This is an optimization exercise on Yosys and OpenROAD, whose aim is small area, a short achievable clock period and few clock cycles per item, not a production implementation.
At most, simulation tests tie the RTL to the original design; equivalence was not proved.
Power is estimated from default activity; no workload was simulated.

## trial 95
Design rgb_to_ycbcr_block_builder_unit, start of the top module:
module rgb_to_ycbcr_block_builder_unit (
  input  wire logic              clk_i,
  input  wire logic              rst_ni,
  input  wire logic              in_vld_i,
  output logic                   in_stall_o,
  input  wire logic              kind_i,
  input  wire logic [7:0]        red_i,
  input  wire logic [7:0]        green_i,
  input  wire logic [7:0]        blue_i,
  output logic                   out_vld_o,
  input  wire logic              out_stall_i,
  output logic                   pixel_taken_o,
  output logic                   sample_valid_o,
  output logic signed [8:0]      sample_o,
  output logic        [1:0]      block_type_o,
  output logic        [5:0]      element_index_o,
  output logic                   last_of_block_o
);
  localparam int unsigned FD = 8;      
  localparam int unsigned FW = 3;      
  localparam int unsigned TQ = 3;      
  ...
==> flow/config.mk <==
export PLATFORM = sky130hd
export DESIGN_NAME = rgb_to_ycbcr_block_builder_unit
export DESIGN_NICKNAME = rgb_to_ycbcr_block_builder_unit
export VERILOG_FILES = /design/flow/design.v
export SDC_FILE = /design/flow/constraint.sdc
export NUM_CORES = 4
export LEC_CHECK = 0
export CAP_MARGIN = 20
export CORE_MARGIN = 2
export CORE_UTILIZATION = 65
export CTS_CLUSTER_DIAMETER = 100
export CTS_CLUSTER_SIZE = 30
export SETUP_SLACK_MARGIN = 4.5
export SLEW_MARGIN = 20
==> flow/constraint.sdc <==
create_clock -name core_clock -period 7.0 [get_ports {clk_i}]
set_input_delay 1.4000 -clock core_clock [delete_from_list [all_inputs] [get_ports {clk_i}]]
set_output_delay 1.4000 -clock core_clock [all_outputs]
set_load 0.01 [all_outputs]
run.sh (not shown) runs the stock make flow with config.mk's settings and CLKGATE_MAP_FILE= SYNTH_SCRIPT=/design/flow/synth_recipe.tcl, a recipe that flattens the netlist after the stock synthesis.
The final layout from trial 95, which completed every stage, passed the timing, DRC and antenna checks at the end of the flow.
Testbench counts of trial 95, summed over its fixed seeds: cycles 39,032, items 32,768.
Here is what was changed in the inputs of build 52 compared with trial 95.
--- a/flow/design.v
+++ b/flow/design.v
@@ -16,17 +16,15 @@
   input  wire logic [7:0] b_i,
   output logic      [7:0] y_o,
   output logic      [7:0] cb_o,
   output logic      [7:0] cr_o
 );
   logic [7:0] r0, g0, b0;
-  always_ff @(posedge clk_i) begin
-    r0 <= r_i;
-    g0 <= g_i;
-    b0 <= b_i;
-  end
+  assign r0 = r_i;
+  assign g0 = g_i;
+  assign b0 = b_i;
   logic [9:0] e_m, e_s, e_c;
   assign e_m = ~{1'b0, g0, 1'b0};
   assign e_s = {2'b0, r0} ^ {2'b0, b0} ^ e_m;
   assign e_c = ({2'b0, r0} & {2'b0, b0}) | ({2'b0, r0} & e_m) | ({2'b0, b0} & e_m);
   logic [7:0] g1;
   logic [8:0] d11, d21;
@@ -305,18 +303,19 @@
       cnt_q  <= cnt_d;
     end
   end
   always_ff @(posedge clk_i) begin
     wph_q <= take_px ? 6'd0 : wph_q + 6'd1;
   end
-  logic [7:0] y_c, cb_c, cr_c;
+  logic [7:0]  y_c, cb_c, cr_c;
+  logic [23:0] ring_q [64];
   rybb_conv u_conv (
     .clk_i (clk_i),
-    .r_i   (red_i),
-    .g_i   (green_i),
-    .b_i   (blue_i),
+    .r_i   (ring_q[0][23:16]),
+    .g_i   (ring_q[0][15:8]),
+    .b_i   (ring_q[0][7:0]),
     .y_o   (y_c),
     .cb_o  (cb_c),
     .cr_o  (cr_c)
   );
   logic [3:0] wr_q;      
   logic [3:0] wlast_q;   
@@ -327,26 +326,26 @@
       wr_q <= {wr_q[2:0], take_px};
     end
   end
   always_ff @(posedge clk_i) begin
     wlast_q <= {wlast_q[2:0], cnt_last_px};
   end
-  logic [23:0] ring_q [64];
   always_ff @(posedge clk_i) begin
-    ring_q[0] <= wr_q[3] ? {cr_c, cb_c, y_c} : ring_q[63];
+    ring_q[0] <= take_px ? {red_i, green_i, blue_i} : ring_q[63];
     for (int i = 1; i < 64; i++) ring_q[i] <= ring_q[i-1];
+    ring_q[4] <= wr_q[3] ? {cr_c, cb_c, y_c} : ring_q[3];
   end
   logic          rd_act_q;    
   logic [5:0]    pos_q;       
   logic [7:0]    rn_q;        
   logic [FD-1:0] fth_q;
   logic          rd, fpop;
   logic [23:0]   tap;
   logic [7:0]    rd_byte;
-  assign rd  = rd_act_q && (pos_q[2:0] == 3'd7) && !fth_q[FD-1];
-  assign tap = ring_q[{pos_q[5:3], 3'd7}];
+  assign rd  = rd_act_q && (pos_q[2:0] == 3'd3) && !fth_q[FD-1];
+  assign tap = ring_q[{pos_q[5:3], 3'd3}];
   always_comb begin
     unique case (rn_q[7:6])
       2'd0:    rd_byte = tap[7:0];
       2'd1:    rd_byte = tap[15:8];
       default: rd_byte = tap[23:16];
     endcase
@@ -360,13 +359,13 @@
   always_ff @(posedge clk_i or negedge rst_ni) begin
     if (!rst_ni) rd_act_q <= 1'b0;
     else         rd_act_q <= rd_act_d;
   end
   always_ff @(posedge clk_i) begin
     if (wr_q[3] && wlast_q[3]) begin
-      pos_q <= 6'd63;
+      pos_q <= 6'd3;
       rn_q  <= '0;
     end else if (rd) begin
       rn_q  <= rn_q + 8'd1;
     end else begin
       pos_q <= pos_q + 6'd1;
     end
--- outcome ---
- Build 52 vs trial 95 on proportion of power drawn by combinational gates: build 52 is the higher one.
- Compared with trial 95, build 52 ends up with a smaller final cell area.
- In the flow results for trial 95 and build 52, the transition at the pin with the smallest max-transition slack is smaller on trial 95.
- Build 52 vs. trial 95: post-CTS setup-driven buffer insertion count went up by 4.
- Initial core utilization in build 52 vs trial 95: up 0.21 points
- Looking at overall power of the completed layout across trial 95 and build 52, the one that comes out higher is build 52.
- Re overall die height: trial 95 and build 52 aren't equal, and the lower value belongs to build 52.
- Hold buffer count at CTS delta (build 52 -> trial 95): insignificant
- met5 as the uppermost layer routed was reported by trial 95, and met4 by build 52.
No functional check of the RTL was part of build 52.

---

## oak
rgb_to_ycbcr_block_builder_unit, a different RTL version from the one above (not shown whole).
Size: roughly 3,100 cells after synthesis, roughly 1,800 flip-flops, ~51 I/O pins, ~47,000 um^2 of cells after synthesis.
==> flow/design.v (excerpt) <==
module rgb_to_ycbcr_block_builder_unit (
  input  wire logic              clk_i,
  input  wire logic              rst_ni,
  input  wire logic              in_vld_i,
  output logic                   in_stall_o,
  input  wire logic              kind_i,
  input  wire logic [7:0]        red_i,
  input  wire logic [7:0]        green_i,
  input  wire logic [7:0]        blue_i,
  output logic                   out_vld_o,
  input  wire logic              out_stall_i,
  output logic                   pixel_taken_o,
  output logic                   sample_valid_o,
  output logic signed [8:0]      sample_o,
  output logic        [1:0]      block_type_o,
  output logic        [5:0]      element_index_o,
  output logic                   last_of_block_o
);
export LEC_CHECK = 0
export CAP_MARGIN = 20
export CORE_MARGIN = 2
export CORE_UTILIZATION = 65
export CTS_CLUSTER_DIAMETER = 100
export CTS_CLUSTER_SIZE = 30
export SETUP_SLACK_MARGIN = 4.4
export SLEW_MARGIN = 20
create_clock -name core_clock -period 7.0 [get_ports {clk_i}]
Modified inputs, pine compared to oak
-- flow/design.v --
<<< oak, line 20
);
  logic [7:0] r0, g0, b0;
  assign r0 = r_i;
  assign g0 = g_i;
  assign b0 = b_i;
  logic [9:0] e_m, e_s, e_c;
  assign e_m = ~{1'b0, g0, 1'b0};
>>> pine, line 20
);
  logic [7:0] r0, g0, b0;
  always_ff @(posedge clk_i) begin
    r0 <= r_i;
    g0 <= g_i;
    b0 <= b_i;
  end
  logic [9:0] e_m, e_s, e_c;
  assign e_m = ~{1'b0, g0, 1'b0};
<<< oak, line 307
    wph_q <= take_px ? 6'd0 : wph_q + 6'd1;
  end
  logic [7:0]  y_c, cb_c, cr_c;
  logic [23:0] ring_q [64];
  rybb_conv u_conv (
    .clk_i (clk_i),
    .r_i   (ring_q[0][23:16]),
    .g_i   (ring_q[0][15:8]),
    .b_i   (ring_q[0][7:0]),
    .y_o   (y_c),
    .cb_o  (cb_c),
>>> pine, line 309
    wph_q <= take_px ? 6'd0 : wph_q + 6'd1;
  end
  logic [7:0] y_c, cb_c, cr_c;
  rybb_conv u_conv (
    .clk_i (clk_i),
    .r_i   (red_i),
    .g_i   (green_i),
    .b_i   (blue_i),
    .y_o   (y_c),
    .cb_o  (cb_c),
<<< oak, line 330
    wlast_q <= {wlast_q[2:0], cnt_last_px};
  end
  always_ff @(posedge clk_i) begin
    ring_q[0] <= (!stall_q && !pend_q) ? {red_i, green_i, blue_i} : ring_q[63];
    for (int i = 1; i < 64; i++) ring_q[i] <= ring_q[i-1];
    ring_q[4] <= wr_q[3] ? {cr_c, cb_c, y_c} : ring_q[3];
  end
  logic          rd_act_q;    
>>> pine, line 331
    wlast_q <= {wlast_q[2:0], cnt_last_px};
  end
  logic [23:0] ring_q [64];
  always_ff @(posedge clk_i) begin
    ring_q[0] <= wr_q[3] ? {cr_c, cb_c, y_c} : ring_q[63];
    for (int i = 1; i < 64; i++) ring_q[i] <= ring_q[i-1];
  end
  logic          rd_act_q;    
<<< oak, line 342
  logic [23:0]   tap;
  logic [7:0]    rd_byte;
  assign rd  = rd_act_q && (pos_q[2:0] == 3'd3) && !fth_q[FD-1];
  assign tap = ring_q[{pos_q[5:3], 3'd3}];
  always_comb begin
    unique case (rn_q[7:6])
>>> pine, line 343
  logic [23:0]   tap;
  logic [7:0]    rd_byte;
  assign rd  = rd_act_q && (pos_q[2:0] == 3'd7) && !fth_q[FD-1];
  assign tap = ring_q[{pos_q[5:3], 3'd7}];
  always_comb begin
    unique case (rn_q[7:6])
<<< oak, line 363
  always_ff @(posedge clk_i) begin
    if (wr_q[3] && wlast_q[3]) begin
      pos_q <= 6'd3;
      rn_q  <= '0;
    end else if (rd) begin
>>> pine, line 364
  always_ff @(posedge clk_i) begin
    if (wr_q[3] && wlast_q[3]) begin
      pos_q <= 6'd63;
      rn_q  <= '0;
    end else if (rd) begin
<<< oak, line 396
  logic       open, tok_avail, consume;
  logic [1:0] head_cls;
  logic       h0, h1;
  assign h0       = (tq_cnt_q[0] == 8'd0);
  assign h1       = (tq_cnt_q[0] == 8'd1);
  assign head_cls = tq_cls_q[0];
  assign tok_avail = tq_v_q[0] && !h0 && ((head_cls != T_SAMPLE) || fth_q[0]);
>>> pine, line 397
  logic       open, tok_avail, consume;
  logic [1:0] head_cls;
  logic       h0, h1, h2, e1one;
  assign h0       = (tq_cnt_q[0] == 8'd0);
  assign h1       = (tq_cnt_q[0] == 8'd1);
  assign h2       = (tq_cnt_q[0] == 8'd2);
  assign e1one    = (tq_cnt_q[1] == 8'd1);
  assign head_cls = tq_cls_q[0];
  assign tok_avail = tq_v_q[0] && !h0 && ((head_cls != T_SAMPLE) || fth_q[0]);
<<< oak, line 497
                      : (rd_act_d || ((cnt_q[5:0] != 6'd0) && (wph_q != 6'd63))));
  end
  always_ff @(posedge clk_i) begin
    stall_q <= !accept ? st_none : kind_i ? st_pull : st_pix;
  end
  logic       out_v_q;
>>> pine, line 500
                      : (rd_act_d || ((cnt_q[5:0] != 6'd0) && (wph_q != 6'd63))));
  end
  always_ff @(posedge clk_i or negedge rst_ni) begin
    if (!rst_ni) stall_q <= 1'b0;
    else         stall_q <= !accept ? st_none : kind_i ? st_pull : st_pix;
  end
  logic       out_v_q;
## What came out
- Changes observed in pine relative to oak: stage delay of the slowest cell on the critical path moved down, fmax rose 0.84%.
- Comparing post-route worst hold slack for oak and pine, the bigger number came from pine.
- For oak, the critical path launch point was out_v_q$_DFFE_PN0P_, unlike pine, where it was stall_q$_DFF_PN0_.
- Summary of pine over oak: compound-cell area share of the yosys netlist lower, fraction of area in registers grew by 0.99 points, final instance area increased 0.72%, share of the clock period used by the worst path now smaller, largest net degree at the start of global routing decreased by 28% relative to the old numbers.
- [compare] base=oak new=pine: normalized max-slew margin went up by 16 points, number of non-clock buffers in the layout went up by about 8%.
- Compared with oak, in pine final cell count without fillers roughly the same, global-route usage lower.
No functional check of the RTL was part of any run of this note.

---

wip/sierra:
RTL: one of the versions met above, not the one the previous note started from.
Size: ~3100 cells after synthesis, about 51 I/O pins, roughly 0.048 mm^2 of cells after synthesis.
Settings: LEC_CHECK=0, CAP_MARGIN=20, CORE_MARGIN=2, CORE_UTILIZATION=65, CTS_CLUSTER_DIAMETER=100, CTS_CLUSTER_SIZE=30, SETUP_SLACK_MARGIN=4.4, SLEW_MARGIN=20; clock period 7.0 ns.
Testbench counts of wip/sierra, summed over its fixed seeds: cycles 39,032, items 32,768.
## Diff of input files: wip/lagoon against wip/sierra
--- a/flow/design.v
+++ b/flow/design.v
@@ -204,43 +204,50 @@
   wire tr_40 = d11[5] ^ d21[8] ^ tr_19;
   wire tr_41 = (d11[5] & d21[8]) | (d11[5] & tr_19) | (d21[8] & tr_19);
   wire tr_42 = d11[6] ^ 1'b1;
   wire tr_43 = d11[6] & 1'b1;
   wire tr_44 = d11[7] ^ 1'b1;
   wire tr_45 = d11[7] & 1'b1;
   wire [15:0] tr_a = {~d11[8], tr_44, tr_42, tr_40, tr_38, tr_36, tr_34, tr_32, tr_30, tr_28, tr_26, tr_24, tr_22, tr_20, ~d21[1], ~d21[0]};
   wire [15:0] tr_b = {tr_45, tr_43, tr_41, tr_39, tr_37, tr_35, tr_33, tr_31, tr_29, tr_27, tr_25, tr_23, tr_21, 1'b1, 1'b0, 1'b1};
-  function automatic logic [2:0] lo_gp(input logic [7:0] a, input logic [7:0] b);
+  function automatic logic [6:0] lo_gp(input logic [7:0] a, input logic [7:0] b);
     logic [7:0] g, p;
-    logic lo, hi;
-    g  = a & b;
-    p  = a | b;
-    lo = g[3] | (p[3] & g[2]) | (p[3] & p[2] & g[1]) | (p[3] & p[2] & p[1] & g[0]);
-    hi = g[7] | (p[7] & g[6]) | (p[7] & p[6] & g[5]) | (p[7] & p[6] & p[5] & g[4]);
-    lo_gp = {hi, &p[7:4], lo};
+    g = a & b;
+    p = a | b;
+    lo_gp = {g[7] | (p[7] & g[6]), p[7] & p[6],
+             g[5] | (p[5] & g[4]), p[5] & p[4],
+             g[3] | (p[3] & g[2]), p[3] & p[2],
+             g[1] | (p[1] & g[0])};
+  endfunction
+  function automatic logic lo_carry(input logic [6:0] gp);
+    logic g10, g30, g50;
+    g10 = gp[0];
+    g30 = gp[2] | (gp[1] & g10);
+    g50 = gp[4] | (gp[3] & g30);
+    lo_carry = gp[6] | (gp[5] & g50);
   endfunction
   logic [7:0] g2, ya2, yb2, ba2, bb2, ra2, rb2;
-  logic [2:0] ygp2, bgp2, rgp2;
+  logic [6:0] ygp2, bgp2, rgp2;
   always_ff @(posedge clk_i) begin
     g2   <= g1;
     ya2  <= ty_a[15:8];
     yb2  <= ty_b[15:8];
     ygp2 <= lo_gp(ty_a[7:0], ty_b[7:0]);
     ba2  <= tb_a[15:8];
     bb2  <= tb_b[15:8];
     bgp2 <= lo_gp(tb_a[7:0], tb_b[7:0]);
     ra2  <= tr_a[15:8];
     rb2  <= tr_b[15:8];
     rgp2 <= lo_gp(tr_a[7:0], tr_b[7:0]);
   end
   logic yc, bc, rc;
-  assign yc = ygp2[2] | (ygp2[1] & ygp2[0]);
-  assign bc = bgp2[2] | (bgp2[1] & bgp2[0]);
-  assign rc = rgp2[2] | (rgp2[1] & rgp2[0]);
+  assign yc = lo_carry(ygp2);
+  assign bc = lo_carry(bgp2);
+  assign rc = lo_carry(rgp2);
   always_ff @(posedge clk_i) begin
     y_o  <= g2 + ya2 + yb2 + {7'b0, yc};
     cb_o <= ba2 + bb2 + {7'b0, bc};
     cr_o <= ra2 + rb2 + {7'b0, rc};
   end
 endmodule
 `default_nettype wire
 `timescale 1ns / 1ps
Findings:
- Compared with wip/sierra, in wip/lagoon synthesized cell count stayed essentially flat; final cycle utilization of the critical path stayed essentially flat; die area stayed essentially flat; critical path's largest stage delay rose by 50 ps; count of inserted antenna diode cells rose by 1.
- In terms of effective utilization at floorplan, wip/lagoon and wip/sierra differ only marginally.
- Number of nets in the synthesized netlist of wip/sierra is on par with wip/lagoon.
- Re routing usage on met3: wip/lagoon and wip/sierra aren't equal, and the higher value belongs to wip/sierra.
- Diff wip/sierra -> wip/lagoon: total number of sequential cells up about 0.54%, synthesized area flat.
Only the layout flow was run in wip/lagoon; the RTL was not checked for function there.

## separate check: timing with driven ports
In the flow no input, the clock included, has a driving cell. The finished layouts below were timed again as built, in two steps.
Step 1: set_driving_cell puts a clkbuf_16 on clk_i and a buf_2 on each other input, an assumption about the parent block.
Step 2 adds t to the input delays and takes it off the output delays; t is the mean of the earliest and latest rising clock arrival at the registers after step 1. Input paths then give back, and output paths get back, about the clock's delay inside the block.
Three values: ideal, step 1, step 2; two values: the first two.
| run | t, ns | setup slack, ns | worst setup path after step 2 | worst data-port slew with drivers (ns) | pins driven straight from the clock port |
|---|---|---|---|---|---|
| trial 95 | 0.715 | 4.420 / 4.354 / 3.912 | input to register | 0.04 | 1 |
| build 52 | 0.696 | 4.354 / 4.290 / 3.917 | input to register | 0.08 | 1 |
| oak | 0.716 | 4.373 / 4.306 / 3.810 | input to register | 0.04 | 1 |
| pine | 0.718 | 4.395 / 4.326 / 3.835 | input to register | 0.04 | 1 |
| wip/sierra | 0.712 | 4.417 / 4.350 / 3.840 | input to register | 0.04 | 1 |
| wip/lagoon | 0.713 | 4.417 / 4.353 / 3.825 | input to register | 0.04 | 1 |
After both steps every run listed still meets setup and hold. For wip/lagoon, which loses most, drivers alone change the setup slack by -0.064 ns; drivers and shift together by -0.592 ns.
